This is an optimization exercise on Yosys and OpenROAD, whose aim is small area, not a production implementation.
The RTL was checked by simulation tests, not by an equivalence proof against the original design.
No activity file was given, so power comes from the tool's default toggle rates. The clock port is modelled as an ideal driver; clocking choices that lean on that would not hold on a real chip.

--- flow/run.sh ---
#!/bin/bash
# Layout flow: the standard ORFS flow, with two changes passed to ORFS
# through its own variables:
#  - ports are buffered with the smallest buffer (buf_1) instead of ORFS's pick,
#  - the clock tree uses clkbuf_16, larger sink clusters and no dummy loads.
# Each run's full output goes to flow_make.log in this folder; ORFS's per-step
# logs are under orfs/logs/.
set -euo pipefail
export BUFFER_PORTS_ARGS="-buffer_cell sky130_fd_sc_hd__buf_1"
export CTS_ARGS="-sink_clustering_enable -repair_clock_nets -dont_use_dummy_load -buf_list {sky130_fd_sc_hd__clkbuf_16} -sink_clustering_size 30 -sink_clustering_max_diameter 80"
bash standard.sh > flow_make.log 2>&1
--- config.mk ---
export PLATFORM = sky130hd
export DESIGN_NAME = regfile_scoreboard
export DESIGN_NICKNAME = regfile_scoreboard
export VERILOG_FILES = /design/flow/design.v
export SDC_FILE = /design/flow/constraint.sdc
export NUM_CORES = 4
export LEC_CHECK = 0
export CAP_MARGIN = 20
export CORE_MARGIN = 2
export CORE_UTILIZATION = 45
export PLACE_DENSITY = 0.75
export SLEW_MARGIN = 20
export SYNTH_HIERARCHICAL = 1
--- design.v ---
package regfile_pkg;
    localparam int DEF_XLEN     = 32;
    localparam int DEF_NUM_REGS = 32;
    localparam int DEF_AW       = $clog2(DEF_NUM_REGS);
endpackage
module regfile_aoi3 (
    input  logic [2:0] s,
    input  logic [2:0] d,
    output logic       y
);
    assign y = ~|(s & d);
endmodule
module regfile_nand2 (
    input  logic s,
    input  logic d,
    output logic y
);
    assign y = ~(s & d);
endmodule
module regfile_join #(
    parameter int N = 12
) (
    input  logic [N-1:0] y,
    output logic         o
);
    assign o = ~&y;
endmodule
module regfile_read_bit #(
    parameter int N = 32
) (
    input  logic [N-1:0] sel,
    input  logic [N-1:0] d,
    output logic         o
);
    localparam int G3 = N / 3;
    localparam int R  = N % 3;
    logic [G3+R-1:0] y;
    for (genvar g = 0; g < G3; g++) begin : g_aoi3
        regfile_aoi3 u_aoi (.s(sel[3*g +: 3]), .d(d[3*g +: 3]), .y(y[g]));
    end
    for (genvar k = 0; k < R; k++) begin : g_nand
        regfile_nand2 u_nand (.s(sel[3*G3 + k]), .d(d[3*G3 + k]), .y(y[G3 + k]));
    end
    regfile_join #(.N(G3 + R)) u_join (.y(y), .o(o));
endmodule
module regfile_read_port
#(
    parameter int XLEN     = regfile_pkg::DEF_XLEN,
    parameter int NUM_REGS = regfile_pkg::DEF_NUM_REGS
) (
    input  logic [NUM_REGS-1:1]          sel,
    input  logic [(NUM_REGS-1)*XLEN-1:0] stored,    
    input  logic                         fwd_hit,
    input  logic [XLEN-1:0]              wb_data,
    output logic [XLEN-1:0]              rd_data
);
    for (genvar b = 0; b < XLEN; b++) begin : g_bit
        logic [NUM_REGS-1:0] d;
        assign d[0] = wb_data[b];
        for (genvar r = 1; r < NUM_REGS; r++) begin : g_reg
            assign d[r] = stored[(r-1)*XLEN + b];
        end
        regfile_read_bit #(.N(NUM_REGS)) u_bit (
            .sel ({sel, fwd_hit}),
            .d   (d),
            .o   (rd_data[b])
        );
    end
endmodule
module regfile_scoreboard
#(
    parameter int XLEN     = regfile_pkg::DEF_XLEN,
    parameter int NUM_REGS = regfile_pkg::DEF_NUM_REGS,
    localparam int NUM_READ = 2,
    localparam int AW       = $clog2(NUM_REGS)
) (
    input  logic                     clock,
    input  logic                     reset,
    input  logic [NUM_READ*AW-1:0]   rs_addr,
    output logic [NUM_READ*XLEN-1:0] rs_data,
    output logic [NUM_READ-1:0]      rs_ready,
    input  logic                     wb_en,
    input  logic [AW-1:0]            wb_addr,
    input  logic [XLEN-1:0]          wb_data,
    input  logic                     issue_en,
    input  logic [AW-1:0]            issue_addr,
    input  logic                     flush,
    output logic [NUM_REGS-1:0]      busy_vec
);
    localparam int NLO = 4;
    localparam int NHI = NUM_REGS / NLO;
    logic [(NUM_REGS-1)*XLEN-1:0] regs;    
    logic [NUM_REGS-1:1]          valid;
    logic [NUM_REGS-1:1]          busy;
    logic [NUM_REGS-1:1]          wdec;
    logic [NUM_REGS-1:1]          idec;
    logic [NLO-1:0]               wlo, ilo;
    logic [NHI-1:0]               whi, ihi;
    for (genvar l = 0; l < NLO; l++) begin : g_wilo
        assign wlo[l] = wb_en && (wb_addr[1:0] == 2'(l));
        assign ilo[l] = issue_en && !flush && (issue_addr[1:0] == 2'(l));
    end
    for (genvar h = 0; h < NHI; h++) begin : g_wihi
        assign whi[h] = (wb_addr[AW-1:2] == (AW-2)'(h));
        assign ihi[h] = (issue_addr[AW-1:2] == (AW-2)'(h));
    end
    for (genvar r = 1; r < NUM_REGS; r++) begin : g_wdec
        assign wdec[r] = wlo[r % NLO] && whi[r / NLO];
        assign idec[r] = ilo[r % NLO] && ihi[r / NLO];
    end
    always_ff @(posedge clock) begin
        for (int r = 1; r < NUM_REGS; r++)
            if (wdec[r])
                regs[(r-1)*XLEN +: XLEN] <= wb_data;
    end
    always_ff @(posedge clock or posedge reset) begin
        if (reset)
            valid <= '0;
        else
            valid <= valid | wdec;
    end
    always_ff @(posedge clock or posedge reset) begin
        if (reset)
            busy <= '0;
        else
            busy <= (busy & ~wdec & {(NUM_REGS-1){!flush}}) | idec;
    end
    assign busy_vec = {busy, 1'b0};
    for (genvar p = 0; p < NUM_READ; p++) begin : g_rd
        logic [AW-1:0]       a;
        logic                fwd_hit;
        logic [NLO-1:0]      lo;
        logic [NHI-1:0]      hi;
        logic [NHI-1:0]      hi_nf;
        logic [NHI-1:0]      bsy_hi;
        logic [NUM_REGS-1:1] sel;
        assign a = rs_addr[p*AW +: AW];
        assign fwd_hit = wb_en && !reset && (wb_addr == a) && (a != '0);
        for (genvar l = 0; l < NLO; l++) begin : g_lo
            assign lo[l] = (a[1:0] == 2'(l));
        end
        for (genvar h = 0; h < NHI; h++) begin : g_hi
            assign hi[h]    = (a[AW-1:2] == (AW-2)'(h));
            assign hi_nf[h] = hi[h] && !fwd_hit;
        end
        for (genvar r = 1; r < NUM_REGS; r++) begin : g_sel
            assign sel[r] = lo[r % NLO] && hi_nf[r / NLO] && valid[r];
        end
        for (genvar h = 0; h < NHI; h++) begin : g_bsy
            logic [NLO-1:0] b;
            for (genvar l = 0; l < NLO; l++) begin : g_b
                if (h * NLO + l == 0) begin : g_zero
                    assign b[l] = 1'b0;
                end else begin : g_reg
                    assign b[l] = busy[h * NLO + l];
                end
            end
            assign bsy_hi[h] = hi[h] && |(lo & b);
        end
        assign rs_ready[p] = fwd_hit || !(|bsy_hi);
        regfile_read_port #(
            .XLEN     (XLEN),
            .NUM_REGS (NUM_REGS)
        ) u_port (
            .sel     (sel),
            .stored  (regs),
            .fwd_hit (fwd_hit),
            .wb_data (wb_data),
            .rd_data (rs_data[p*XLEN +: XLEN])
        );
    end
endmodule
--- constraint.sdc ---
create_clock -name core_clock -period 10.0 [get_ports {clock}]
set_input_delay 2.0000 -clock core_clock [delete_from_list [all_inputs] [get_ports {clock}]]
set_output_delay 2.0000 -clock core_clock [all_outputs]
set_load 0.01 [all_outputs]
--- standard.sh ---
#!/bin/bash
# synth_recipe.tcl (not shown) runs the flow's synth.tcl, then flattens the netlist and writes it again
# the make line also repeats each setting of config.mk as NAME=value (left out here)
make -C /OpenROAD-flow-scripts/flow DESIGN_CONFIG=/design/flow/config.mk WORK_HOME=/design/flow/orfs CLKGATE_MAP_FILE= SYNTH_SCRIPT=/design/flow/synth_recipe.tcl "${@:-finish}"
==> results of run 1 <==
[layout make-up]
class / instances / share of cell area, %
Timing Repair Buffer: 267 / 3.17
Inverter: 39 / 0.316
Tap cell: 1254 / 3.38
Multi-Input combinational cell: 1299 / 23.3
Sequential cell: 1054 / 67.6
Clock buffer: 42 / 2.27
Antenna cell: 2 / 0.0108
[per-layer routing]
metal  track usage, %  share of wire, %  vias up
li1                 -                 -    12112
met5             2.48              0.25        -
met1             40.2                30    15618
met3             16.1                22      916
met2             45.4                40     4249
met4             18.5               7.3       18
[logic make-up (layout without fill, tap and decap cells)]
group / after synthesis / count (layout) / share of synthesized area, %
compound gates: 696 / 696 / 16.4
xor+xnor: 10 / 10 / 0.208
buf+inv: 63 / 348 / 0.600
flops: 1054 / 1054 / 74.5
mux: 16 / 16 / 0.770
other cells: 1 / 3 / 0.00891
simple gates: 576 / 576 / 7.60
[worst max-delay path, stage by stage]
cell and delay [ns]:
buf_1 0.68, xor2_1 0.21, nor2_1 0.12, a211oi_1 0.83, and3_1 1.15, buf_4 0.50, a222oi_1 0.16, nand4_1 0.17
or3_1 0.30, buf_1 0.20
[modules after synthesis, one instance, submodules excluded, a selection]
module | flops+latches | cell area (µm²) | copies in the design | cells
regfile_scoreboard | 1054 | 33600 | 1 | 1392
regfile_aoi3 | 0 | 10.0 | 640 | 1
regfile_nand2 | 0 | 3.75 | 128 | 1
[cell usage after synthesis (all sizes together), types with 5 or more instances]
cell type  number
a2111oi         5
a222oi        640
a22oi           5
and3           60
buf             9
clkbuf         15
dfrtp          62
edfxtp        992
inv            39
mux4           13
nand2         138
nand3           5
nand3b          9
nand4         193
nor2           47
o32ai          31
or2            31
or3            68
or3b            6
xor2           10
[layout by cell type, fill, tap and decap left out, types with 10 or more instances in the layout]
| cell type | instances |
|---|---|
| a222oi_1 | 640 |
| and3_1 | 42 |
| and3_2 | 10 |
| buf_1 | 142 |
| buf_4 | 111 |
| clkbuf_16 | 42 |
| clkbuf_2 | 11 |
| dfrtp_1 | 62 |
| edfxtp_1 | 992 |
| inv_1 | 38 |
| mux4_2 | 13 |
| nand2_1 | 138 |
| nand4_1 | 193 |
| nor2_1 | 15 |
| nor2_4 | 32 |
| o32ai_1 | 31 |
| or2_2 | 31 |
| or3_1 | 68 |
| xor2_1 | 10 |
[flip-flops by register name, indices dropped and copies added (netlist names)]
| register | cells |
|---|---|
| busy | 31 |
| regs | 992 |
| valid | 31 |
[power groups by stage]
stage / combinational, mW / sequential (mW) / clock (mW)
2_1_floorplan: 0.244 / 5.03 / 0
3_3_place_gp: 0.509 / 5.04 / 0
3_5_place_dp: 0.524 / 5.05 / 0
4_1_cts: 0.524 / 4.95 / 2.02
5_1_grt: 0.567 / 4.96 / 2.16
6_report: 0.557 / 4.95 / 2.04
[final timing paths]
path,startpoint,to,depth (start not counted)
min in group asynchronous,reset,busy[16],2
worst min-delay path,valid[7],valid[7],1
max in group asynchronous,reset,valid[31],3
worst max-delay path,rs_addr[5],rs_data[57],10
worst max register to register,busy[13],busy[13],2
worst min register to register,valid[7],valid[7],1
==> out/qor.csv, run 1 <==
metric,value,unit
outcome,finished clean,
io_buffer_count,153,
hold_viol,0,
p_leak,14.2,nW
fin_ws,1.65,ns
cts_buffers,42,
slew_headroom,12.6,%
start_util,45.2,%
final_area,46400,µm²
postCtsSetupBuffers,0,
finalMaxSlewViolations,0,
synth.distinct_cells,44,
grt_pass1_wl,222,mm
yosysSeqAreaShare,74.5,%
hold_class,reg -> reg,
drt_wl_total,161,mm
arrival,6.35,ns
grt-ovfl-total,0,
tns,0,ns
final_core_util,49.8,%
timing.hold.ws,0.496,ns
post-place-ws,1.98,ns
num_rows,112,
htreeDepth,2,
ys_top_cells_by_area,"edfxtp_1 71%, a222oi_1 15%, dfrtp_1 3.7%",
clk_latency,0.62,ns
routed_via_density,8.32,
synth_area_per_cell,17.4,µm²
nets,2760,
ios,155,
finalPower,7.54,mW
syn_inst,2416,
core-area,93000,µm²
ctsHoldBuffers,0,
drtPass1Iterations,17,
p_per_area,163,nW/µm²
synth_top_area_share,70.8,%
layout.cells.non_filler,3957,
cts_sinks,1054,
die-area,96000,µm²
area.growth.synth_to_final,10.2,%
drv_cap,0,
ys_async_sr_fraction,5.88,%
max_slew.worst_pin.slew,1.31,ns
p_int,5.82,mW
critPathMaxFanout,19,
pwr-share-seq,65.6,%
antenna_left,0,
ys_seq_elements,1054,
grt_util_all_layers,32.3,%
syn-num-nets,2473,
fp.dieW,310,µm
peakVddDrop,0.140,mV
post-route-drc-count,0,
place.gp.congestion,0.957,
placed_cell_area,45300,µm²
start_kind,input pin,
p_clk_share,27.0,%
synthFlopType,edfxtp_1,
antenna_found_initial,8,
pwr-share-comb,7.4,%
power.net_switching,1.72,mW
ctsResizeCount,0,
yosys_warnings,7,
finalCritPeriodShare,83.5,%
wl_per_cell,40.7,µm
cts_root_buffer,clkbuf_16,
yosysTopAreaCell,edfxtp_1,
endpoint_kind,primary output,
regToRegSetupSlack,9.07,ns
multi_input_area,10800,µm²
regArea,31300,µm²
synth-edff-count,992,
place_inst,3912,
cts.path.max_buffers,3,
dpl.hpwl,87.8,mm
nFillCells,7554,
skew,0,ns
die_h,310,µm
critPathKind,in -> out,
max_freq,120,MHz
swShare,22.8,%
tritoncts,built,
period_minus_slack,8.35,ns
drtIter0Drc,11772,
grt_pass1_vias,32134,
required,8.00,ns
setup-violations-final,0,
grt_setup_unrepaired,false,
drive_above_1_share,10.1,%
grt_max_degree,36,
cts.clk_slew.worst_paths,0.08,ns
vias,32913,
synth.cell_area,42100,µm²
==> inputs of run 2 (changes only) <==
--- a/config.mk
+++ b/config.mk
@@ -7,7 +7,7 @@
 export LEC_CHECK = 0
 export CAP_MARGIN = 20
 export CORE_MARGIN = 2
-export CORE_UTILIZATION = 45
+export CORE_UTILIZATION = 55
 export PLACE_DENSITY = 0.75
 export SLEW_MARGIN = 20
 export SYNTH_HIERARCHICAL = 1
==> out/qor.csv, run 2 <==
metric,value,unit,change
outcome,finished clean,,
required,8.00,ns,about the same
die_h,281,µm,-9.4%
cts_root_buffer,clkbuf_16,,
start_util,55.5,%,+10 points
period_minus_slack,8.38,ns,+0.0294 ns
antenna_found_initial,9,,+1
critPathMaxFanout,19,,unchanged
cts_buffers,44,,+4.8%
area.growth.synth_to_final,9.50,%,
drv_cap,0,,unchanged
cts.path.max_buffers,3,,unchanged
drtPass1Iterations,17,,unchanged
grt_pass1_vias,32010,,-0.39%
core-area,75800,µm²,-19%
startpoint,rs_addr[0],,
routed_via_density,8.90,,+7.0%
yosysSeqAreaShare,74.5,%,unchanged
io_buffer_count,153,,unchanged
grt_pass1_wl,220,mm,-0.75%
wl_per_cell,43.1,µm,+6.0%
placed_cell_area,44900,µm²,-0.78%
grt_setup_unrepaired,false,,
ios,155,,unchanged
synth_top_area_share,70.8,%,unchanged
synth-edff-count,992,,unchanged
antenna_left,0,,unchanged
ys_async_sr_fraction,5.88,%,unchanged
largest_register_ffs,992,,unchanged
max_slew.worst_pin.slew,1.43,ns,+0.121 ns
top_register,regs,,
start_kind,input pin,,
num_rows,101,,-9.8%
vias,32797,,-0.35%
ys_seq_elements,1054,,unchanged
p_per_area,164,nW/µm²,+1.0%
fp.dieW,281,µm,-9.4%
hold_viol,0,,unchanged
yosys_warnings,7,,unchanged
place.gp.congestion,0.944,,-1.3%
layout.cells.non_filler,3685,,-6.9%
clk_latency,0.58,ns,-0.04 ns
post-route-drc-count,0,,unchanged
drtIter0Drc,11830,,+0.49%
fin_ws,1.62,ns,-0.0294 ns
finalMaxSlewViolations,0,,unchanged
yosysTopAreaCell,edfxtp_1,,
cts_sinks,1054,,unchanged
ctsHoldBuffers,0,,unchanged
setup-violations-final,0,,unchanged
dpl.hpwl,86.7,mm,-1.3%
synthFlopType,edfxtp_1,,
hp-start,valid[29],,
slew_headroom,4.52,%,-8.0 points
finalCritPeriodShare,83.8,%,+0.29 points
grt_max_degree,63,,+75%
nets,2763,,+0.11%
syn_inst,2416,,unchanged
endpoint_kind,primary output,,
grt-ovfl-total,0,,unchanged
grt_util_all_layers,39.5,%,+7.1 points
ys_top_cells_by_area,"edfxtp_1 71%, a222oi_1 15%, dfrtp_1 3.7%",,
ctsResizeCount,0,,unchanged
place_inst,3637,,-7.0%
synth.distinct_cells,44,,unchanged
nFillCells,5485,,-27%
hold_class,reg -> reg,,
tns,0,ns,unchanged
final_common_cell,edfxtp_1,,
max_freq,119,MHz,-0.35%
drt_wl_total,159,mm,-1.3%
postCtsSetupBuffers,0,,unchanged
critPathKind,in -> out,,
syn-num-nets,2473,,unchanged
yosysMostFrequentCell,edfxtp_1,,
synth_common_cells,"992 x edfxtp_1, 640 x a222oi_1, 193 x nand4_1, 138 x nand2_1, 68 x or3_1",,
peakVddDrop,0.127,mV,-9.0%
post-place-ws,1.88,ns,-0.100 ns
skew,0,ns,unchanged
drive_above_1_share,9.95,%,-0.12 points
cts.clk_slew.worst_paths,0.05,ns,-0.03 ns
final_core_util,60.8,%,+11 points
top_regs,"regs x992, busy x31, valid x31",,
final_area,46100,µm²,-0.62%
synth.cell_area,42100,µm²,unchanged
synth_area_per_cell,17.4,µm²,unchanged
die-area,78800,µm²,-18%
htreeDepth,2,,unchanged
p_leak,14.2,nW,+0.14%
tritoncts,built,,
arrival,6.38,ns,+0.03 ns
r2r-start,busy[13],,
layout_common_cells,"992 x edfxtp_1, 640 x a222oi_1, 193 x nand4_1",,
==> run 2: cell types whose count changed in the layout (fill, tap and decap cells not counted), sizes merged <==
| cell | change |
|---|---|
| buf | +7 |
| clkbuf | -4 |
| diode | +1 |
==> run 2: layout make-up <==
type                       count  area, µm²  share of cell area, %
sequential                  1054      31300                   68.0
multi-input combinational   1299      10800                   23.5
timing repair buffer         268       1460                   3.18
tap                          978       1220                   2.65
clock buffer                  44       1100                   2.39
inverter                      39        146                  0.318
antenna                        3       7.51                 0.0163
==> run 2: metal layers <==
metal	routed length, µm	global-route usage (%)	share of wire [%]
met4	11200	22.8	7.0
met2	66500	56.1	42
met3	33600	17.2	21
met5	129	0	0.081
met1	47400	50.5	30
==> run 2: Yosys stat by module (local to each module, per instance), excerpt <==
module | flops+latches | cell area, µm² | times used | cells inside
regfile_aoi3 | 0 | 10.0 | 640 | 1
regfile_scoreboard | 1054 | 33600 | 1 | 1392
regfile_nand2 | 0 | 3.75 | 128 | 1
==> run 2: power by group <==
group / switching [mW] / internal [mW]
Sequential: 0.0518 / 4.90
Combinational: 0.393 / 0.159
Clock: 1.28 / 0.794
Total: 1.72 / 5.85
==> run 2: path summary, 6_finish.rpt <==
path	end	slack [ns]	depth (start not counted)
max	rs_data[28]	1.62	9
min	valid[29]	0.50	1
max reg2reg	busy[13]	9.07	2
min reg2reg	valid[29]	0.50	1
max in group asynchronous	valid[26]	7.75	3
min in group asynchronous	busy[3]	1.60	3
==> run 2: logic make-up (layout without fill, tap and decap cells) <==
logic type,after synthesis,count (layout),synth area share [%]
AOI/OAI and AO/OA,696,696,16.4
and+or+nand+nor,576,576,7.60
DFF,1054,1054,74.5
xor gates and xnor gates,10,10,0.208
muxes,16,16,0.770
other,1,4,0.00891
buffers and inverters,63,351,0.600
==> run 2: stage by stage <==
step / power [mW] / hold slack (ns)
2_1_floorplan: 5.27 / 0.446
3_3_place_gp: 5.55 / 0.463
3_5_place_dp: 5.57 / 0.468
4_1_cts: 7.51 / 0.491
5_1_grt: 7.70 / 0.513
6_report: 7.57 / 0.495
==> run 2: worst max-delay path: stages <==
cell	delay, ns
buf_1	0.76
inv_1	0.36
a2111oi_1	0.76
and3_1	1.10
buf_4	0.51
a222oi_1	0.19
nand4_1	0.15
or3_1	0.30
buf_1	0.19
==> inputs of run 3 (changes only) <==
--- a/flow/run.sh
+++ b/flow/run.sh
@@ -1,5 +1,5 @@
 #!/bin/bash
-# Layout flow: the standard ORFS flow, with two changes passed to ORFS
+# Layout flow: the standard ORFS flow, with three changes passed to ORFS
 # through its own variables:
 #  - ports are buffered with the smallest buffer (buf_1) instead of ORFS's pick,
 #  - the clock tree uses clkbuf_16, larger sink clusters and no dummy loads.
--- a/config.mk
+++ b/config.mk
@@ -7,7 +7,7 @@
 export LEC_CHECK = 0
 export CAP_MARGIN = 20
 export CORE_MARGIN = 2
-export CORE_UTILIZATION = 55
-export PLACE_DENSITY = 0.75
+export CORE_UTILIZATION = 45
+export PLACE_DENSITY = 0.6
 export SLEW_MARGIN = 20
 export SYNTH_HIERARCHICAL = 1
==> out/qor.csv, run 3 <==
metric,value,unit,change
num_rows,112,,+11%
postCtsSetupBuffers,0,,unchanged
place_inst,3898,,+7.2%
slowest_stage,and3_2,,
tritoncts,built,,
regToRegSetupSlack,9.05,ns,-0.02 ns
core-area,93000,µm²,+23%
grt_setup_unrepaired,false,,
tns,0,ns,unchanged
critPathKind,in -> out,,
drtIter0Drc,9916,,-16%
drive_above_1_share,10.9,%,+0.99 points
fin_ws,1.84,ns,+0.213 ns
clk_latency,0.60,ns,+0.02 ns
critPathMaxStageDelay,1.14,ns,+0.04 ns
yosysTopAreaCell,edfxtp_1,,
grt_util_all_layers,34.3,%,-5.2 points
max_slew.worst_pin.slew,1.32,ns,-0.114 ns
cts.path.max_buffers,3,,unchanged
syn_inst,2416,,unchanged
top_register,regs,,
synth-edff-count,992,,unchanged
slew_headroom,12.1,%,+7.6 points
synth.distinct_cells,44,,unchanged
top_regs,"regs x992, busy x31, valid x31",,
synth_area_per_cell,17.4,µm²,unchanged
whs_path_depth,1,,unchanged
ctsHoldBuffers,0,,unchanged
max_freq,122,MHz,+2.6%
nets,2748,,-0.54%
cts.clk_slew.worst_paths,0.10,ns,+0.05 ns
ys_top_cells_by_area,"edfxtp_1 71%, a222oi_1 15%, dfrtp_1 3.7%",,
critical-path-top-delay-family,simple AND/OR/NAND/NOR gates,,
r2r-end,busy[1],,
cp_num_buf_inv,3,,-1
diodes,0,,-3
p_leak,14.1,nW,-0.82%
synth_common_cells,"992 x edfxtp_1, 640 x a222oi_1, 193 x nand4_1, 138 x nand2_1, 68 x or3_1",,
antenna_found_initial,6,,-3
drt_wl_total,169,mm,+6.6%
drv_cap,0,,unchanged
hold_viol,0,,unchanged
post-route-drc-count,0,,unchanged
die-area,96000,µm²,+22%
vias,32119,,-2.1%
required,8.00,ns,about the same
cts_buffers,45,,+2.3%
grt_max_degree,39,,-38%
finalMaxSlewViolations,0,,unchanged
synth.cell_area,42100,µm²,unchanged
r2r-start,busy[1],,
die_h,310,µm,+10%
outcome,finished clean,,
area.growth.synth_to_final,10.0,%,
drtPass1Iterations,13,,-4
finalPower,7.62,mW,+0.58%
ys_async_sr_fraction,5.88,%,unchanged
yosysSeqAreaShare,74.5,%,unchanged
layout_common_cells,"992 x edfxtp_1, 640 x a222oi_1, 193 x nand4_1",,
startpoint,rs_addr[0],,
critPathMaxFanout,32,,+13
fp.dieW,310,µm,+10%
ys_seq_elements,1054,,unchanged
synthFlopType,edfxtp_1,,
largest_register_ffs,992,,unchanged
yosysMostFrequentCell,edfxtp_1,,
start_util,45.2,%,-10 points
layout.cells.non_filler,3943,,+7.0%
cts_sinks,1054,,unchanged
path_cells,buf_1 -> inv_1 -> a2111oi_1 -> and3_2 -> a222oi_1 -> nand4_1 -> or3_1 -> buf_1,,
cp.depth,8,,-1
period_minus_slack,8.16,ns,-0.213 ns
post-place-ws,2.22,ns,+0.341 ns
grt_pass1_wl,230,mm,+4.5%
ios,155,,unchanged
grt-ovfl-total,0,,unchanged
ctsResizeCount,0,,unchanged
final_common_cell,edfxtp_1,,
io_buffer_count,153,,unchanged
dpl.hpwl,93.1,mm,+7.4%
antenna_left,0,,unchanged
endpoint_kind,primary output,,
wl_per_cell,43.0,µm,-0.34%
htreeDepth,2,,unchanged
final_core_util,49.8,%,-11 points
setup-violations-final,0,,unchanged
synth_top_area_share,70.8,%,unchanged
grt_pass1_vias,30775,,-3.9%
yosys_warnings,7,,unchanged
r2r_cells,2,,unchanged
place.gp.congestion,0.998,,+5.8%
skew,0,ns,unchanged
cp_common_cell,buf_1,,
syn-num-nets,2473,,unchanged
cp-endpoint,rs_data[2],,
finalCritPeriodShare,81.6,%,-2.1 points
hold_class,reg -> reg,,
start_kind,input pin,,
arrival,6.16,ns,-0.22 ns
p_per_area,164,nW/µm²,about the same
routed_via_density,8.15,,-8.5%
peakVddDrop,0.125,mV,-1.7%
cts_root_buffer,clkbuf_16,,
[run 3: cell counts after synthesis]
No cell type changed its count.
[run 3: kinds of logic (layout without fill, tap and decap cells)]
kind of cell              after synthesis  after routing  share of synthesized area (%)
DFF                                  1054           1054                           74.5
AOI/OAI and AO/OA                     696            696                           16.4
and+or+nand+nor                       576            576                           7.60
buffers and inverters                  63            336                          0.600
muxes                                  16             16                          0.770
xor gates and xnor gates               10             10                          0.208
other                                   1              1                        0.00891
[run 3: area by class of cell]
| class | instances | area [µm²] |
|---|---|---|
| Fill cell | 7674 | 46700 |
| Sequential cell | 1054 | 31300 |
| Multi-Input combinational cell | 1299 | 10800 |
| Tap cell | 1254 | 1570 |
| Timing Repair Buffer | 252 | 1320 |
| Clock buffer | 45 | 1130 |
| Inverter | 39 | 146 |
[run 3: stage by stage]
stage	area, µm²	hold slack (ns)
finish	46300	0.500
global route	46300	0.520
CTS	46300	0.490
detailed placement	45200	0.465
global placement	45200	0.482
floorplan	42100	0.446
[run 3: how the worst min path moves through the flow]
stage                         start   endpoint
final                     valid[22]  valid[22]
after global routing      valid[22]  valid[22]
after CTS                 valid[22]  valid[22]
after detailed placement  valid[22]  valid[22]
after global placement    valid[13]  valid[13]
after floorplan           valid[10]  valid[10]
[run 3: Yosys stat by module, one instance, submodules excluded, excerpt]
module	cells	flops+latches
regfile_scoreboard	1392	1054
regfile_aoi3	1	0
regfile_nand2	1	0
[run 3: layer usage]
metal,GRT usage (%),wire (µm),vias up
met2,50.0,72300,3474
li1,-,-,12087
met3,14.2,31000,662
met4,16.9,9860,4
met5,0.303,54,-
met1,44.3,56200,15892
[run 3: worst reg2reg max path, cell delays in order (launching register included)]
cell	delay (ns)
dfrtp_1	0.49
inv_1	0.07
o32ai_1	0.29
[run 3: report_power, final]
group	switching [mW]	total, mW	internal (mW)
registers	0.0500	4.95	4.90
clock network	1.30	2.10	0.810
logic	0.406	0.564	0.158
total	1.75	7.62	5.87
==> inputs of run 4 (changes only) <==
==> flow/run.sh (replaced) <==
#!/bin/bash
# Layout flow: the standard ORFS flow, with three changes passed to ORFS
# through its own variables:
#  - ports are buffered with the smallest buffer (buf_1) instead of ORFS's pick,
#  - the clock tree uses clkbuf_8, larger sink clusters and no dummy loads.
# Each run's full output goes to flow_make.log in this folder; ORFS's per-step
# logs are under orfs/logs/.
set -euo pipefail
export BUFFER_PORTS_ARGS="-buffer_cell sky130_fd_sc_hd__buf_1"
export CTS_ARGS="-sink_clustering_enable -repair_clock_nets -dont_use_dummy_load -buf_list {sky130_fd_sc_hd__clkbuf_8} -sink_clustering_size 16 -sink_clustering_max_diameter 60"
bash standard.sh > flow_make.log 2>&1
==> out/qor.csv, run 4 <==
metric,value,unit,change
antenna_left,0,,unchanged
start_util,45.2,%,unchanged
synth.distinct_cells,44,,unchanged
drive_above_1_share,12.0,%,+1.1 points
dpl.hpwl,93.1,mm,unchanged
ys_top_cells_by_area,"edfxtp_1 71%, a222oi_1 15%, dfrtp_1 3.7%",,
final_common_cell,edfxtp_1,,
ctsHoldBuffers,0,,unchanged
grt_setup_unrepaired,false,,
period_minus_slack,8.17,ns,+0.00743 ns
grt_pass1_vias,31072,,+0.97%
finalCritPeriodShare,81.7,%,about the same
area.growth.synth_to_final,9.95,%,about the same
yosysTopAreaCell,edfxtp_1,,
peakVddDrop,0.0971,mV,-22%
syn_inst,2416,,unchanged
synthFlopType,edfxtp_1,,
regToRegSetupSlack,9.04,ns,about the same
synth_top_area_share,70.8,%,unchanged
grt_max_degree,39,,unchanged
cts_root_buffer,clkbuf_8,,
grt_pass1_wl,231,mm,+0.38%
yosysMostFrequentCell,edfxtp_1,,
whs_path_depth,1,,unchanged
yosys_warnings,7,,unchanged
critPathMaxFanout,32,,unchanged
slew_headroom,15.6,%,+3.4 points
skew,0,ns,unchanged
max_slew.worst_pin.slew,1.27,ns,-0.0516 ns
top_regs,"regs x992, busy x31, valid x31",,
die_h,310,µm,unchanged
place.gp.congestion,0.998,,unchanged
tritoncts,built,,
nets,2781,,+1.2%
r2r_cells,2,,unchanged
ys_seq_elements,1054,,unchanged
cts_buffers,78,,+73%
grt_util_all_layers,34.5,%,+0.19 points
core-area,93000,µm²,unchanged
wl_per_cell,42.7,µm,-0.60%
hold_viol,0,,unchanged
finalMaxSlewViolations,0,,unchanged
p_per_area,163,nW/µm²,-0.91%
ys_async_sr_fraction,5.88,%,unchanged
fp.dieW,310,µm,unchanged
post-place-ws,2.22,ns,unchanged
grt-ovfl-total,0,,unchanged
drtIter0Drc,9964,,+0.48%
cts_sinks,1054,,unchanged
layout_common_cells,"992 x edfxtp_1, 640 x a222oi_1, 193 x nand4_1",,
drtPass1Iterations,17,,+4
synth-edff-count,992,,unchanged
postCtsSetupBuffers,0,,unchanged
largest_register_ffs,992,,unchanged
start_kind,input pin,,
synth_common_cells,"992 x edfxtp_1, 640 x a222oi_1, 193 x nand4_1, 138 x nand2_1, 68 x or3_1",,
p_leak,14.1,nW,about the same
top_register,regs,,
num_rows,112,,unchanged
max_freq,122,MHz,about the same
clk_latency,0.68,ns,+0.08 ns
io_buffer_count,153,,unchanged
endpoint_kind,primary output,,
fin_ws,1.83,ns,-0.00743 ns
required,8.00,ns,about the same
antenna_found_initial,7,,+1
vias,32356,,+0.74%
finalPower,7.54,mW,-1.0%
ctsResizeCount,0,,unchanged
final_core_util,49.7,%,about the same
routed_via_density,8.13,,-0.22%
synth_area_per_cell,17.4,µm²,unchanged
post-route-drc-count,0,,unchanged
syn-num-nets,2473,,unchanged
tns,0,ns,unchanged
yosysSeqAreaShare,74.5,%,unchanged
htreeDepth,3,,+1
drt_wl_total,170,mm,+0.36%
timing.hold.ws,0.494,ns,-0.00571 ns
arrival,6.17,ns,about the same
drv_cap,0,,unchanged
synth.cell_area,42100,µm²,unchanged
critPathKind,in -> out,,
cts.clk_slew.worst_paths,0.10,ns,about the same
setup-violations-final,0,,unchanged
cts.path.max_buffers,3,,unchanged
die-area,96000,µm²,unchanged
outcome,finished clean,,
ios,155,,unchanged
hold_class,reg -> reg,,
-- run 4: cell counts after synthesis --
No cell type changed its count.
-- run 4: stage by stage --
step | cells | area [µm²]
2_1_floorplan | 2416 | 42100
3_3_place_gp | 3898 | 45200
4_1_cts | 3976 | 46300
6_report | 3981 | 46300
5_1_grt | 3977 | 46300
3_5_place_dp | 3898 | 45200
-- run 4: worst max-delay path, stage by stage --
cell and delay [ns]:
buf_1 0.70, inv_1 0.34, a2111oi_1 0.91, and3_2 1.15, a222oi_1 0.26, nand4_1 0.26
or3_1 0.20, buf_1 0.32
-- run 4: path summary, 6_finish.rpt --
kind                                   end        from
worst min register to register   valid[22]   valid[22]
worst min-delay path             valid[22]   valid[22]
max in group asynchronous         busy[13]       reset
worst max register to register     busy[1]     busy[1]
worst max-delay path            rs_data[2]  rs_addr[0]
min in group asynchronous        valid[10]       reset
-- run 4: modules after synthesis (local to each module, per instance), a selection --
module              times used  cell area (µm²)  flip-flops and latches
regfile_scoreboard           1            33600                    1054
regfile_aoi3               640             10.0                       0
regfile_nand2              128             3.75                       0
-- run 4: layer usage --
metal | GRT usage [%] | routed length [µm]
met1 | 44.1 | 56600
met2 | 50.2 | 72600
met3 | 14.4 | 30300
met4 | 18.1 | 10500
met5 | 0.303 | 61
-- run 4: logic make-up (layout without fill, tap and decap cells) --
group	Yosys count	in the layout	synth area share [%]
flops	1054	1054	74.5
compound gates	696	696	16.4
simple gates	576	576	7.60
buf+inv	63	369	0.600
mux	16	16	0.770
xor+xnor	10	10	0.208
other cells	1	6	0.00891
-- run 4: final cells by class --
| class | instances | area (µm²) |
|---|---|---|
| flip-flops and latches | 1054 | 31300 |
| well taps | 1254 | 1570 |
| multi-input cells | 1299 | 10800 |
| inverters | 39 | 146 |
| clock buffers | 78 | 1070 |
| repair buffers | 252 | 1320 |
| fillers | 7691 | 46800 |
| diodes | 5 | 12.5 |
-- run 4: where the power goes --
group | internal, mW | switching [mW] | total [mW]
clock network | 0.702 | 1.33 | 2.03
registers | 4.90 | 0.0502 | 4.95
logic | 0.158 | 0.406 | 0.564
==> inputs of run 5 (changes only) <==
==> flow/run.sh (replaced) <==
#!/bin/bash
# Layout flow: the standard ORFS flow, with two changes passed to ORFS
# through its own variables:
#  - ports are buffered with the smallest buffer (buf_1) instead of ORFS's pick,
#  - the clock tree uses clkbuf_8, larger sink clusters and no dummy loads.
# Each run's full output goes to flow_make.log in this folder; ORFS's per-step
# logs are under orfs/logs/.
set -euo pipefail
export BUFFER_PORTS_ARGS="-buffer_cell sky130_fd_sc_hd__buf_1"
export CTS_ARGS="-sink_clustering_enable -repair_clock_nets -dont_use_dummy_load -buf_list {sky130_fd_sc_hd__clkbuf_8} -sink_clustering_size 19 -sink_clustering_max_diameter 60"
bash standard.sh > flow_make.log 2>&1
==> out/qor.csv, run 5 <==
metric,value,unit,change
synth_fa_ha_area_share,0,%,unchanged
regToRegSetupSlack,9.06,ns,+0.02 ns
top_register,regs,,
period_minus_slack,8.11,ns,-0.0598 ns
slowest_stage,and3_2,,
p_leak,14.0,nW,-0.31%
endpoint_kind,primary output,,
fin_ws,1.89,ns,+0.0598 ns
htreeDepth,3,,unchanged
grt-ovfl-total,0,,unchanged
synthMuxAreaShare,0.770,%,unchanged
finalPower,7.47,mW,-0.94%
synth.cell_area,42100,µm²,unchanged
layout_common_cells,"992 x edfxtp_1, 640 x a222oi_1, 193 x nand4_1",,
start_kind,input pin,,
cts_buffers,72,,-7.7%
post-place-ws,2.22,ns,unchanged
drtIter0Drc,10107,,+1.4%
antenna_found_initial,7,,unchanged
yosysMostFrequentCell,edfxtp_1,,
dpl.hpwl,93.1,mm,unchanged
ctsHoldBuffers,0,,unchanged
grt_util_all_layers,34.4,%,-0.055 points
skew,0,ns,unchanged
drive_above_1_share,11.8,%,-0.19 points
tns,0,ns,unchanged
synth_top_family_by_area,compound AO/OA/AOI/OAI gates,,
p_per_area,162,nW/µm²,-0.75%
grt_pass1_vias,31145,,+0.23%
yosys_warnings,7,,unchanged
peakVddDrop,0.0962,mV,-0.92%
critPathMaxStageDelay,1.11,ns,-0.04 ns
timing.hold.ws,0.506,ns,+0.0114 ns
path_cells,buf_1 -> inv_1 -> a2111oi_1 -> and3_2 -> a222oi_1 -> nand4_1 -> or3_1 -> buf_1,,
ys_seq_elements,1054,,unchanged
synth_top_area_share,70.8,%,unchanged
final_core_util,49.6,%,-0.097 points
post-route-drc-count,0,,unchanged
synth_common_cells,"992 x edfxtp_1, 640 x a222oi_1, 193 x nand4_1, 138 x nand2_1, 68 x or3_1",,
final_area,46200,µm²,-0.19%
drt_wl_total,170,mm,about the same
arrival,6.11,ns,-0.06 ns
syn_inst,2416,,unchanged
die_h,310,µm,unchanged
final_common_cell,edfxtp_1,,
routed_via_density,8.13,,about the same
synth_area_per_cell,17.4,µm²,unchanged
grt_setup_unrepaired,false,,
drv_cap,0,,unchanged
synth-simple-area-share,7.60,%,unchanged
cts.clk_slew.worst_paths,0.12,ns,+0.02 ns
grt_max_degree,39,,unchanged
finalCritPeriodShare,81.1,%,-0.60 points
required,8.00,ns,about the same
core-area,93000,µm²,unchanged
ios,155,,unchanged
antenna_left,0,,unchanged
place_inst,3898,,unchanged
cts_sinks,1054,,unchanged
postCtsSetupBuffers,0,,unchanged
clk_latency,0.69,ns,about the same
area.growth.synth_to_final,9.73,%,
outcome,finished clean,,
r2r-end,busy[14],,
cts.path.max_buffers,3,,unchanged
nets,2775,,-0.22%
placed_cell_area,45200,µm²,unchanged
r2r_cells,2,,unchanged
synth_compound_area_share,16.4,%,unchanged
cts_root_buffer,clkbuf_8,,
synthXorXnorAreaFrac,0.208,%,unchanged
critPathKind,in -> out,,
hold_viol,0,,unchanged
synth-edff-count,992,,unchanged
max_slew.worst_pin.slew,1.27,ns,+0.00495 ns
yosysTopAreaCell,edfxtp_1,,
io_buffer_count,153,,unchanged
drtPass1Iterations,11,,-6
synthFlopType,edfxtp_1,,
synth.distinct_cells,44,,unchanged
layout.cells.non_filler,3972,,-0.23%
cp_common_cell,buf_1,,
wl_per_cell,42.8,µm,+0.15%
fp.dieW,310,µm,unchanged
hp-start,valid[22],,
max_freq,123,MHz,+0.74%
slew_headroom,15.0,%,-0.53 points
syn-num-nets,2473,,unchanged
yosysSeqAreaShare,74.5,%,unchanged
tritoncts,built,,
whs_path_depth,1,,unchanged
min_to,valid[22],,
ys_async_sr_fraction,5.88,%,unchanged
hold_class,reg -> reg,,
top_regs,"regs x992, busy x31, valid x31",,
die-area,96000,µm²,unchanged
r2r-start,busy[14],,
setup-violations-final,0,,unchanged
grt_pass1_wl,231,mm,unchanged
finalMaxSlewViolations,0,,unchanged
largest_register_ffs,992,,unchanged
nFillCells,7698,,+0.091%
ys_top_cells_by_area,"edfxtp_1 71%, a222oi_1 15%, dfrtp_1 3.7%",,
num_rows,112,,unchanged
vias,32302,,-0.17%
critPathMaxFanout,32,,unchanged
place.gp.congestion,0.998,,unchanged
ctsResizeCount,0,,unchanged
start_util,45.2,%,unchanged
-- run 5: changes by cell type in the layout (fill, tap and decap cells not counted), sizes merged --
cell    delta
clkbuf     -6
diode      -3
-- run 5: power by group --
group,switching (mW),internal (mW),total (mW)
clock,1.31,0.650,1.96
sequential,0.0501,4.90,4.95
combinational,0.405,0.158,0.563
-- run 5: layer usage --
| layer | track usage (%) | share of wire [%] | up-vias |
|---|---|---|---|
| met5 | 0.303 | 0.027 | - |
| met3 | 13.7 | 18 | 699 |
| met4 | 18.3 | 6.2 | 4 |
| li1 | - | - | 12118 |
| met1 | 44.3 | 34 | 16063 |
| met2 | 50.1 | 43 | 3418 |
-- run 5: cell families (layout without fill, tap and decap cells) --
family,Yosys count,in the layout
buffers and inverters,63,363
AND/OR/NAND/NOR,576,576
other,1,3
flip-flops,1054,1054
multiplexers,16,16
XOR/XNOR,10,10
AO/OA/AOI/OAI,696,696
-- run 5: Yosys stat by module (local to each module, per instance), excerpt --
module              cell area [µm²]  flops+latches  cells inside
regfile_aoi3                   10.0              0             1
regfile_scoreboard            33600           1054          1392
regfile_nand2                  3.75              0             1
-- run 5: layout make-up --
| type | instances | area, µm² | area share (%) |
|---|---|---|---|
| Antenna cell | 2 | 5.00 | 0.0108 |
| Timing Repair Buffer | 252 | 1320 | 2.86 |
| Multi-Input combinational cell | 1299 | 10800 | 23.4 |
| Clock buffer | 72 | 991 | 2.15 |
| Inverter | 39 | 146 | 0.317 |
| Tap cell | 1254 | 1570 | 3.40 |
| Sequential cell | 1054 | 31300 | 67.8 |
-- run 5: worst max path at each step --
stage / from / to / slack [ns] / cells past startpoint
global route: rs_addr[0] / rs_data[5] / 1.80 / 8
detailed placement: rs_addr[0] / rs_data[23] / 2.22 / 10
global placement: rs_addr[0] / rs_data[5] / 2.20 / 9
CTS: rs_addr[0] / rs_data[23] / 2.21 / 10
finish: rs_addr[0] / rs_data[28] / 1.89 / 8
floorplan: wb_addr[4] / rs_data[0] / 3.53 / 8
-- run 5: critical path: cells and delay by family --
| family | cells | cell delay, ns |
|---|---|---|
| AOI/OAI and AO/OA | 2 | 1.23 |
| buffers and inverters | 3 | 1.16 |
| and+or+nand+nor | 3 | 1.67 |
==> inputs of run 6 (changes only) <==
--- a/config.mk
+++ b/config.mk
@@ -5,9 +5,9 @@
 export SDC_FILE = /design/flow/constraint.sdc
 export NUM_CORES = 4
 export LEC_CHECK = 0
-export CAP_MARGIN = 20
+export CAP_MARGIN = 10
 export CORE_MARGIN = 2
 export CORE_UTILIZATION = 45
 export PLACE_DENSITY = 0.6
-export SLEW_MARGIN = 20
+export SLEW_MARGIN = 10
 export SYNTH_HIERARCHICAL = 1
==> out/qor.csv, run 6 <==
metric,value,unit,change
outcome,finished clean,,
slew_headroom,13.8,%,-1.2 points
tritoncts,built,,
finalPower,7.48,mW,+0.10%
ys_async_sr_fraction,5.88,%,unchanged
yosysMostFrequentCell,edfxtp_1,,
cp_num_buf_inv,3,,unchanged
largest_register_ffs,992,,unchanged
htreeDepth,3,,unchanged
drtPass1Iterations,12,,+1
final_common_cell,edfxtp_1,,
ys_top_cells_by_area,"edfxtp_1 71%, a222oi_1 15%, dfrtp_1 3.7%",,
die_h,310,µm,unchanged
critical-path-top-delay-family,simple AND/OR/NAND/NOR gates,,
syn_inst,2416,,unchanged
cts_root_buffer,clkbuf_8,,
cts_buffers,72,,unchanged
synth.distinct_cells,44,,unchanged
start_util,45.2,%,unchanged
antenna_left,0,,unchanged
critPathMaxFanout,32,,unchanged
finalMaxSlewViolations,0,,unchanged
critPathMaxStageDelay,1.15,ns,+0.04 ns
ios,155,,unchanged
start_kind,input pin,,
antenna_found_initial,12,,+5
post-place-ws,2.20,ns,-0.0215 ns
startpoint,rs_addr[0],,
drive_above_1_share,11.8,%,unchanged
postCtsSetupBuffers,0,,unchanged
fin_ws,1.83,ns,-0.0589 ns
routed_via_density,8.14,,+0.12%
synth_area_per_cell,17.4,µm²,unchanged
p_per_area,162,nW/µm²,about the same
arrival,6.17,ns,+0.06 ns
p_leak,14.0,nW,about the same
final_area,46200,µm²,about the same
drv_cap,0,,unchanged
peakVddDrop,0.0795,mV,-17%
num_rows,112,,unchanged
critPathKind,in -> out,,
layout_common_cells,"992 x edfxtp_1, 640 x a222oi_1, 193 x nand4_1",,
grt_max_degree,39,,unchanged
dpl.hpwl,93.0,mm,about the same
grt_pass1_wl,230,mm,about the same
io_buffer_count,153,,unchanged
max_slew.worst_pin.slew,1.29,ns,+0.0215 ns
yosys_warnings,7,,unchanged
placed_cell_area,45200,µm²,about the same
period_minus_slack,8.17,ns,+0.0589 ns
cp_common_cell,buf_1,,
hp-start,valid[28],,
synth.cell_area,42100,µm²,unchanged
final_core_util,49.6,%,about the same
synth_top_area_share,70.8,%,unchanged
endpoint_kind,primary output,,
ctsResizeCount,0,,unchanged
required,8.00,ns,about the same
yosysSeqAreaShare,74.5,%,unchanged
ys_seq_elements,1054,,unchanged
synth-edff-count,992,,unchanged
grt_util_all_layers,34.5,%,+0.091 points
slowest_stage,and3_2,,
max_freq,122,MHz,-0.72%
synth_common_cells,"992 x edfxtp_1, 640 x a222oi_1, 193 x nand4_1, 138 x nand2_1, 68 x or3_1",,
skew,0,ns,unchanged
tns,0,ns,unchanged
hold_viol,0,,unchanged
nets,2775,,unchanged
cts_sinks,1054,,unchanged
grt_pass1_vias,31028,,-0.38%
grt-ovfl-total,0,,unchanged
synthFlopType,edfxtp_1,,
setup-violations-final,0,,unchanged
place.gp.congestion,0.998,,unchanged
ctsHoldBuffers,0,,unchanged
cts.clk_slew.worst_paths,0.12,ns,about the same
drt_wl_total,170,mm,+0.15%
r2r-start,busy[14],,
die-area,96000,µm²,unchanged
vias,32350,,+0.15%
wl_per_cell,42.8,µm,+0.13%
top_register,regs,,
fp.dieW,310,µm,unchanged
yosysTopAreaCell,edfxtp_1,,
cts.path.max_buffers,3,,unchanged
post-route-drc-count,0,,unchanged
drtIter0Drc,10262,,+1.5%
grt_setup_unrepaired,false,,
syn-num-nets,2473,,unchanged
core-area,93000,µm²,unchanged
clk_latency,0.67,ns,-0.02 ns
finalCritPeriodShare,81.7,%,+0.59 points
top_regs,"regs x992, busy x31, valid x31",,
hold_class,reg -> reg,,
path_cells,buf_1 -> inv_1 -> a2111oi_1 -> and3_2 -> a222oi_1 -> nand4_1 -> or3_1 -> buf_1,,
area.growth.synth_to_final,9.74,%,about the same
==> run 6: per-stage QoR <==
stage	cells	hold WS [ns]
final	3973	0.510
after global placement	3898	0.482
after CTS	3970	0.502
after global routing	3971	0.529
after detailed placement	3898	0.472
after floorplan	2416	0.446
==> run 6: final timing paths <==
| kind | endpoint | cells after the start | slack, ns |
|---|---|---|---|
| hold reg to reg | valid[28] | 1 | 0.51 |
| hold / removal | valid[28] | 1 | 0.51 |
| max in group asynchronous | busy[13] | 3 | 7.67 |
| min in group asynchronous | valid[10] | 2 | 1.32 |
| setup reg to reg | busy[14] | 2 | 9.06 |
| setup / recovery | rs_data[2] | 8 | 1.83 |
==> run 6: final cells by class <==
type / instances / area, µm²
diodes: 3 / 7.51
clock buffers: 72 / 991
fillers: 7729 / 46900
inverters: 39 / 146
multi-input cells: 1299 / 10800
flip-flops and latches: 1054 / 31300
well taps: 1254 / 1570
repair buffers: 252 / 1320
==> run 6: worst reg2reg max path: cells and delay by family, from the launching register on <==
kind / cells / cell delay, ns
AO/OA/AOI/OAI: 1 / 0.31
buffers and inverters: 1 / 0.07
flip-flops: 1 / 0.46
==> run 6: power by group <==
group | internal (mW) | switching [mW]
registers | 4.90 | 0.0504
logic | 0.158 | 0.403
clock network | 0.650 | 1.32
==> run 6: modules after synthesis (local to each module, per instance), excerpt <==
module,flip-flops and latches,times used
regfile_nand2,0,128
regfile_aoi3,0,640
regfile_scoreboard,1054,1
==> run 6: logic make-up after synthesis <==
| logic type | count (synthesis) | share of synthesized area [%] |
|---|---|---|
| AOI/OAI and AO/OA | 696 | 16.4 |
| xor gates and xnor gates | 10 | 0.208 |
| buffers and inverters | 63 | 0.600 |
| DFF | 1054 | 74.5 |
| muxes | 16 | 0.770 |
| other | 1 | 0.00891 |
| and+or+nand+nor | 576 | 7.60 |
==> run 6: per-layer routing <==
layer | global-route usage, % | vias up | routed length, µm
met5 | 0.303 | - | 115
met4 | 17.2 | 14 | 9860
met3 | 13.8 | 692 | 31300
met2 | 50.7 | 3501 | 73100
met1 | 44.5 | 16012 | 55700
li1 | - | 12131 | -

==> what the ideal ports hide <==
Ports are ideal in the flow. The routed layouts listed here were re-timed in OpenROAD.
Step 1: set_driving_cell puts a clkbuf_16 on clock and a buf_2 on each other input, an assumption about the parent block.
Step 2, shift: input delay + t, output delay - t, t = (earliest + latest rising clock arrival at the registers) / 2. This alone moves slack from input paths to output paths.
Slacks: ideal / step 1 / step 2; pairs: ideal / step 1.
run	t (ns)	setup WS [ns]	worst setup path at the end	pins driven straight from the clock port
run 1	0.702	1.652 / 1.622 / 1.622	input to output	1
run 2	0.691	1.622 / 1.573 / 1.573	input to output	1
run 3	0.698	1.835 / 1.791 / 1.791	input to output	1
run 4	0.770	1.828 / 1.785 / 1.785	input to output	1
run 5	0.775	1.887 / 1.849 / 1.849	input to output	1
run 6	0.775	1.828 / 1.787 / 1.787	input to output	1
After both steps setup and hold are still met in every run listed. For run 2, which loses most, drivers alone change the setup slack by -0.049 ns; drivers and shift together by -0.049 ns.
